This is an optimization exercise on Yosys and OpenROAD, whose aim is small area, a short achievable clock period and few clock cycles, not a production implementation.
Where RTL was checked, it was by simulation tests only, not by an equivalence proof against the original.
Power figures rest on the tool's default switching activity, not on a simulated workload.

Design krnl_acc, start of the top module:
module krnl_acc (
  input  logic               ap_clk,
  input  logic               ap_rst_n,
  input  logic               ap_start,
  input  logic [31:0]        cfg,
  output logic               ap_idle,
  output logic               ap_done,
  input  logic               ifm_valid,
  output logic               ifm_ready,
  input  logic [63:0]        ifm_data,
  input  logic               wgt_valid,
  output logic               wgt_ready,
  input  logic [63:0]        wgt_data,
  output logic               ofm_valid,
  input  logic               ofm_ready,
  output logic [127:0]       ofm_data
);
Size: roughly 4,800 cells after synthesis, ~570 flip-flops, ~300 I/O pins, about 0.053 mm^2 of cells after synthesis.
==> module acc_ctrl, before the edit <==
module acc_ctrl (
  input  logic        ap_clk,
  input  logic        ap_rst_n,
  input  logic        ap_start,
  input  logic [31:0] cfg,
  input  logic        ifm_valid,
  input  logic        wgt_valid,
  input  logic        ofm_ready,
  output logic        ap_idle,
  output logic        ap_done,
  output logic        take,        
  output logic        adv,         
  output logic        clr,         
  output logic        adv_out,     
  output logic        ofm_valid
);
  logic        busy;        
  logic        in_act;      
  logic        done_q;
  logic        p_last;      
  logic        p_jlast;     
  logic        cs_fin;      
  logic        cs_last;     
  logic        out_q;       
  logic        o_last;      
  logic        fresh;       
  logic [15:0] ci_q;        
  logic [15:0] pc;          
  logic [15:0] wc;          
  logic [15:0] pc_cur;      
  logic [15:0] pc_dec;
  logic [15:0] wc_dec;
  logic        last_in;     
  logic start_acc;
  logic word_end;
  logic emit;
  logic cs_fin_nx;
  logic out_q_nx;
  assign start_acc = ap_start && !busy;
  assign emit      = out_q && ofm_ready;
  assign adv_out   = cs_fin && (!out_q || ofm_ready);
  assign cs_fin_nx = adv ? p_last : (adv_out ? 1'b0 : cs_fin);
  assign out_q_nx  = adv_out ? 1'b1 : (emit ? 1'b0 : out_q);
  assign take      = in_act && ifm_valid && wgt_valid && !(cs_fin_nx && out_q_nx);
  assign pc_cur    = fresh ? ci_q : pc;
  assign word_end  = (pc_cur == 16'd1);
  assign last_in   = (wc == 16'd1);
  always_comb begin
    logic bp;
    logic bw;
    bp = 1'b1;
    bw = 1'b1;
    for (int i = 0; i < 16; i++) begin
      pc_dec[i] = pc_cur[i] ^ bp;
      wc_dec[i] = wc[i] ^ bw;
      bp = bp & ~pc_cur[i];
      bw = bw & ~wc[i];
    end
  end
  always_ff @(posedge ap_clk) begin
    if (!ap_rst_n) begin
      busy    <= 1'b0;
      in_act  <= 1'b0;
      done_q  <= 1'b0;
      cs_fin  <= 1'b0;
      out_q   <= 1'b0;
      adv     <= 1'b0;
      clr     <= 1'b0;
      fresh   <= 1'b1;
    end else begin
      done_q <= 1'b0;
      if (start_acc) begin
        busy   <= 1'b1;
        in_act <= 1'b1;
        fresh  <= 1'b1;
      end
      if (take) begin
        fresh <= word_end;
        if (word_end && last_in) in_act <= 1'b0;
      end
      cs_fin <= cs_fin_nx;
      out_q  <= out_q_nx;
      adv    <= take;
      clr    <= take && fresh;
      if (emit && o_last) begin
        busy   <= 1'b0;
        done_q <= 1'b1;
      end
    end
  end
  always_ff @(posedge ap_clk) begin
    if (take) begin
      p_last  <= word_end;
      p_jlast <= last_in;
    end
    if (adv) begin
      cs_last <= p_jlast;
    end
    if (adv_out) begin
      o_last <= cs_last;
    end
  end
  always_ff @(posedge ap_clk) begin
    if (start_acc) begin
      ci_q <= cfg[31:16];
    end
    if (take) begin
      pc <= pc_dec;
    end
    if (start_acc) begin
      wc <= cfg[15:0];
    end else if (take && word_end) begin
      wc <= wc_dec;
    end
  end
  assign ap_idle   = !busy;
  assign ap_done   = done_q;
  assign ofm_valid = out_q;
endmodule
==> module mac_engine, before the edit <==
module mac_engine (
  input  logic          ap_clk,
  input  logic          adv,
  input  logic          clr,
  input  logic          adv_out,
  input  logic [63:0]   ifm_data,
  input  logic [63:0]   wgt_data,
  output logic [127:0]  ofm_data
);
  logic [63:0]      a_q;     
  logic [63:0]      b_q;
  logic [3:0][31:0] s_q;
  logic [3:0][31:0] c_q;
  logic [3:0][31:0] s_in;
  logic [3:0][31:0] c_in;
  logic [3:0][31:0] s_nx;
  logic [3:0][31:0] c_nx;
  logic [3:0][31:0] sum;
  logic [127:0]     o_q;     
  always_ff @(posedge ap_clk) begin
    for (int i = 0; i < 8; i++) begin
      a_q[i*8 +: 8] <= ifm_data[(7-i)*8 +: 8];
      b_q[i*8 +: 8] <= wgt_data[(7-i)*8 +: 8];
    end
  end
  for (genvar l = 0; l < 4; l++) begin : g_lane
    assign s_in[l] = s_q[l] | {32{clr}};
    assign c_in[l] = c_q[l] | {32{clr}};
    mac_lane i_mac_lane (
      .a     (a_q[l*16 +: 16] & {16{adv}}),
      .b     (b_q[l*16 +: 16]),
      .s_in  (s_in[l]),
      .c_in  (c_in[l]),
      .s_out (s_nx[l]),
      .c_out (c_nx[l])
    );
    assign sum[l] = ~(s_q[l] + c_q[l] + 32'd1);
  end
  always_ff @(posedge ap_clk) begin
    s_q <= s_nx;
    c_q <= c_nx;
  end
  always_ff @(posedge ap_clk) begin
    if (adv_out) begin
      for (int l = 0; l < 4; l++) begin
        for (int i = 0; i < 4; i++) begin
          o_q[l*32 + i*8 +: 8] <= sum[l][(3-i)*8 +: 8];
        end
      end
    end
  end
  assign ofm_data = o_q;
endmodule
==> module krnl_acc, before the edit <==
module krnl_acc (
  input  logic               ap_clk,
  input  logic               ap_rst_n,
  input  logic               ap_start,
  input  logic [31:0]        cfg,
  output logic               ap_idle,
  output logic               ap_done,
  input  logic               ifm_valid,
  output logic               ifm_ready,
  input  logic [63:0]        ifm_data,
  input  logic               wgt_valid,
  output logic               wgt_ready,
  input  logic [63:0]        wgt_data,
  output logic               ofm_valid,
  input  logic               ofm_ready,
  output logic [127:0]       ofm_data
);
  logic take;
  logic adv;
  logic clr;
  logic adv_out;
  acc_ctrl i_acc_ctrl (
    .ap_clk    (ap_clk),
    .ap_rst_n  (ap_rst_n),
    .ap_start  (ap_start),
    .cfg       (cfg),
    .ifm_valid (ifm_valid),
    .wgt_valid (wgt_valid),
    .ofm_ready (ofm_ready),
    .ap_idle   (ap_idle),
    .ap_done   (ap_done),
    .take      (take),
    .adv       (adv),
    .clr       (clr),
    .adv_out   (adv_out),
    .ofm_valid (ofm_valid)
  );
  mac_engine i_mac_engine (
    .ap_clk   (ap_clk),
    .adv      (adv),
    .clr      (clr),
    .adv_out  (adv_out),
    .ifm_data (ifm_data),
    .wgt_data (wgt_data),
    .ofm_data (ofm_data)
  );
  assign ifm_ready = take;
  assign wgt_ready = take;
endmodule
make LEC_CHECK=0 ABC_CLOCK_PERIOD_IN_PS=4300 CAP_MARGIN=20 CORE_MARGIN=2 CORE_UTILIZATION=60 SETUP_SLACK_MARGIN=4.7 SLEW_MARGIN=20 SYNTH_HIERARCHICAL=1 finish   # period 9.0 ns
run.sh (not shown) runs the stock make flow with config.mk's settings and CLKGATE_MAP_FILE= SYNTH_SCRIPT=/design/flow/synth_recipe.tcl, a recipe that flattens the netlist after the stock synthesis.
Then changed:
--- a/flow/design.v
+++ b/flow/design.v
@@ -28,4 +28,6 @@
   logic        in_act;      
   logic        done_q;
+  logic        p_v;         
+  logic        p_first;     
   logic        p_last;      
   logic        p_jlast;     
@@ -45,4 +47,6 @@
   logic word_end;
   logic emit;
+  logic p_v_nx;
+  logic p_first_nx;
   logic cs_fin_nx;
   logic out_q_nx;
@@ -50,7 +54,9 @@
   assign emit      = out_q && ofm_ready;
   assign adv_out   = cs_fin && (!out_q || ofm_ready);
-  assign cs_fin_nx = adv ? p_last : (adv_out ? 1'b0 : cs_fin);
-  assign out_q_nx  = adv_out ? 1'b1 : (emit ? 1'b0 : out_q);
-  assign take      = in_act && ifm_valid && wgt_valid && !(cs_fin_nx && out_q_nx);
+  assign take      = in_act && ifm_valid && wgt_valid && (!p_v || adv);
+  assign p_v_nx     = take ? 1'b1 : (adv ? 1'b0 : p_v);
+  assign p_first_nx = take ? fresh : p_first;
+  assign cs_fin_nx  = adv ? p_last : (adv_out ? 1'b0 : cs_fin);
+  assign out_q_nx   = adv_out ? 1'b1 : (emit ? 1'b0 : out_q);
   assign pc_cur    = fresh ? ci_q : pc;
   assign word_end  = (pc_cur == 16'd1);
@@ -73,4 +79,5 @@
       in_act  <= 1'b0;
       done_q  <= 1'b0;
+      p_v     <= 1'b0;
       cs_fin  <= 1'b0;
       out_q   <= 1'b0;
@@ -89,8 +96,9 @@
         if (word_end && last_in) in_act <= 1'b0;
       end
+      p_v    <= p_v_nx;
       cs_fin <= cs_fin_nx;
       out_q  <= out_q_nx;
-      adv    <= take;
-      clr    <= take && fresh;
+      adv    <= p_v_nx && !(cs_fin_nx && out_q_nx);
+      clr    <= p_v_nx && !(cs_fin_nx && out_q_nx) && p_first_nx;
       if (emit && o_last) begin
         busy   <= 1'b0;
@@ -101,4 +109,5 @@
   always_ff @(posedge ap_clk) begin
     if (take) begin
+      p_first <= fresh;
       p_last  <= word_end;
       p_jlast <= last_in;
@@ -1058,4 +1067,5 @@
 module mac_engine (
   input  logic          ap_clk,
+  input  logic          take,
   input  logic          adv,
   input  logic          clr,
@@ -1076,7 +1086,9 @@
   logic [127:0]     o_q;     
   always_ff @(posedge ap_clk) begin
-    for (int i = 0; i < 8; i++) begin
-      a_q[i*8 +: 8] <= ifm_data[(7-i)*8 +: 8];
-      b_q[i*8 +: 8] <= wgt_data[(7-i)*8 +: 8];
+    if (take) begin
+      for (int i = 0; i < 8; i++) begin
+        a_q[i*8 +: 8] <= ifm_data[(7-i)*8 +: 8];
+        b_q[i*8 +: 8] <= wgt_data[(7-i)*8 +: 8];
+      end
     end
   end
@@ -1151,4 +1163,5 @@
   mac_engine i_mac_engine (
     .ap_clk   (ap_clk),
+    .take     (take),
     .adv      (adv),
     .clr      (clr),
After rerunning:
- The changed run finished clean
- via count climbs by 1.2%
- setup slack gains 0.054 ns
- non-clock buffer count drops by 37
- wire length climbs by 3.2%
- clock skew drops by 0.0055 ns
- sequential share of layout area climbs by 1.9 points
- die area climbs by 2.5%
- total power climbs by 13%
- clock power drops by about 4%
- synthesized area climbs by 2.5%
No functional check of the RTL was part of any run of this note.

---

Another version of the RTL of krnl_acc (not shown whole).
For scale: roughly 4700 cells after synthesis, about 570 flip-flops, roughly 300 I/O pins.
==> module acc_ctrl, before the edit <==
module acc_ctrl (
  input  logic        ap_clk,
  input  logic        ap_rst_n,
  input  logic        ap_start,
  input  logic [31:0] cfg,
  input  logic        ifm_valid,
  input  logic        wgt_valid,
  input  logic        ofm_ready,
  output logic        ap_idle,
  output logic        ap_done,
  output logic        take,        
  output logic        ready,       
  output logic        clr,         
  output logic        adv_out,     
  output logic        ofm_valid
);
  logic        busy;        
  logic        adv;         
  logic        in_act;      
  logic        done_q;
  logic        p_last;      
  logic        p_jlast;     
  logic        cs_fin;      
  logic        cs_last;     
  logic        out_q;       
  logic        o_last;      
  logic        fresh;       
  logic [15:0] ci_q;        
  logic [15:0] pc;          
  logic [15:0] wc;          
  logic [15:0] pc_cur;      
  logic [15:0] pc_dec;
  logic [15:0] wc_dec;
  logic        last_in;     
  logic start_acc;
  logic word_end;
  logic emit;
  logic cs_fin_nx;
  logic may_block;
  logic may_block_nx;
  logic can_take;
  logic can_take_q;
  logic in_act_nx;
  logic p_last_nx;
  logic out_q_nx;
  assign start_acc = ap_start && !busy;
  assign emit      = out_q && ofm_ready;
  assign adv_out   = cs_fin && (!out_q || ofm_ready);
  assign cs_fin_nx = adv ? p_last : (adv_out ? 1'b0 : cs_fin);
  assign out_q_nx  = adv_out ? 1'b1 : (emit ? 1'b0 : out_q);
  assign may_block = (adv && p_last && (cs_fin || out_q)) || (cs_fin && out_q);
  assign can_take  = in_act && !may_block;
  assign ready     = can_take_q && ifm_valid && wgt_valid;
  assign take      = can_take && ifm_valid && wgt_valid;
  assign in_act_nx    = start_acc ? 1'b1 : ((take && word_end && last_in) ? 1'b0 : in_act);
  assign p_last_nx    = take ? word_end : p_last;
  assign may_block_nx = (take && p_last_nx && (cs_fin_nx || out_q_nx)) || (cs_fin_nx && out_q_nx);
  assign pc_cur    = fresh ? ci_q : pc;
  assign word_end  = (pc_cur == 16'd1);
  assign last_in   = (wc == 16'd1);
  always_comb begin
    logic bp;
    logic bw;
    bp = 1'b1;
    bw = 1'b1;
    for (int i = 0; i < 16; i++) begin
      pc_dec[i] = pc_cur[i] ^ bp;
      wc_dec[i] = wc[i] ^ bw;
      bp = bp & ~pc_cur[i];
      bw = bw & ~wc[i];
    end
  end
  always_ff @(posedge ap_clk) begin
    if (!ap_rst_n) begin
      busy    <= 1'b0;
      in_act  <= 1'b0;
      done_q  <= 1'b0;
      cs_fin  <= 1'b0;
      out_q   <= 1'b0;
      adv     <= 1'b0;
      clr     <= 1'b0;
      fresh   <= 1'b1;
      can_take_q <= 1'b0;
    end else begin
      can_take_q <= in_act_nx && !may_block_nx;
      done_q <= 1'b0;
      in_act <= in_act_nx;
      if (start_acc) begin
        busy   <= 1'b1;
        fresh  <= 1'b1;
      end
      if (take) begin
        fresh <= word_end;
      end
      cs_fin <= cs_fin_nx;
      out_q  <= out_q_nx;
      adv    <= take;
      clr    <= take && fresh;
      if (emit && o_last) begin
        busy   <= 1'b0;
        done_q <= 1'b1;
      end
    end
  end
  always_ff @(posedge ap_clk) begin
    p_last <= p_last_nx;
    if (take) begin
      p_jlast <= last_in;
    end
    if (adv) begin
      cs_last <= p_jlast;
    end
    if (adv_out) begin
      o_last <= cs_last;
    end
  end
  always_ff @(posedge ap_clk) begin
    if (start_acc) begin
      ci_q <= cfg[31:16];
    end
    if (take) begin
      pc <= pc_dec;
    end
    if (start_acc) begin
      wc <= cfg[15:0];
    end else if (take && word_end) begin
      wc <= wc_dec;
    end
  end
  assign ap_idle   = !busy;
  assign ap_done   = done_q;
  assign ofm_valid = out_q;
endmodule
Settings: LEC_CHECK=0, ABC_CLOCK_PERIOD_IN_PS=4000, CAP_MARGIN=20, CORE_MARGIN=2, CORE_UTILIZATION=75, SETUP_SLACK_MARGIN=5.0, SLEW_MARGIN=20, SYNTH_HIERARCHICAL=1; clock period 9.0 ns.
standard.sh (not shown) runs the stock make flow with config.mk's settings and CLKGATE_MAP_FILE= SYNTH_SCRIPT=/design/flow/synth_recipe.tcl, a recipe that flattens the netlist after the stock synthesis.
==> flow/flow/run.sh <==
#!/bin/bash
# The standard layout (standard.sh, standard synthesis unchanged), with
# the port buffers inserted as sky130_fd_sc_hd__buf_1, the smallest plain
# buffer, instead of the delay buffer buffer_ports picks by default. Every
# port still gets its buffer. The make output goes to standard.log; each
# tool's own log is under orfs/logs/.
set -euo pipefail
export BUFFER_PORTS_ARGS="-buffer_cell sky130_fd_sc_hd__buf_1"
bash standard.sh > standard.log 2>&1
The starting point finished with timing, DRC and antenna clean.
Edit:
--- a/flow/design.v
+++ b/flow/design.v
@@ -59,10 +59,10 @@
   assign cs_fin_nx = adv ? p_last : (adv_out ? 1'b0 : cs_fin);
   assign out_q_nx  = adv_out ? 1'b1 : (emit ? 1'b0 : out_q);
   assign may_block = (adv && p_last && (cs_fin || out_q)) || (cs_fin && out_q);
   assign can_take  = in_act && !may_block;
-  assign ready     = can_take_q && ifm_valid && wgt_valid;
-  assign take      = can_take && ifm_valid && wgt_valid;
+  assign ready     = can_take && ifm_valid && wgt_valid;
+  assign take      = can_take_q && ifm_valid && wgt_valid;
   assign in_act_nx    = start_acc ? 1'b1 : ((take && word_end && last_in) ? 1'b0 : in_act);
   assign p_last_nx    = take ? word_end : p_last;
   assign may_block_nx = (take && p_last_nx && (cs_fin_nx || out_q_nx)) || (cs_fin_nx && out_q_nx);
   assign pc_cur    = fresh ? ci_q : pc;
- The changed run completed with no timing, DRC or antenna violations
- total power rose by 7.6%
- final cell count hardly moves
- clock skew fell by 9.0 ps
- hold slack gains 4.0 ps
- clock-buffer cell count rose by 5
Testbench counts after the change, summed over its fixed seeds: cycles 11,072.
Function not checked in the first run of this note: the RTL went through the layout flow alone.

[static timing again, ports no longer ideal]
The flow's constraints put no driver on any port. The routed layouts listed below were extracted and timed again, unchanged, in two steps.
Step 1 (the two cells are an assumption about what drives the block):
set clk [get_ports {ap_clk}]
set_driving_cell -lib_cell sky130_fd_sc_hd__clkbuf_16 $clk
set_driving_cell -lib_cell sky130_fd_sc_hd__buf_2 [delete_from_list [all_inputs] $clk]
Step 2 adds t to the input delays and takes it off the output delays; t is the mean of the earliest and latest rising clock arrival at the registers after step 1. Input paths then give back, and output paths get back, about the clock's delay inside the block.
a / b / c = ideal / step 1 / step 2; a / b = the first two.
run | t (ns) | setup WS [ns] | worst register clock-pin slew, ns | cell pins on the clock port's net
the first run of note 1 | 0.704 | 4.698 / 4.649 / 4.649 | 0.06 / 0.06 | 1
the second run of note 1 | 0.708 | 4.753 / 4.729 / 4.423 | 0.07 / 0.07 | 1
the first run of note 2 | 0.684 | 4.991 / 4.971 / 4.735 | 0.07 / 0.07 | 1
the second run of note 2 | 0.685 | 4.993 / 4.939 / 4.939 | 0.07 / 0.07 | 1
After both steps every run listed still meets setup and hold. For the second run of note 1, which loses most, drivers alone change the setup slack by -0.024 ns; drivers and shift together by -0.330 ns.
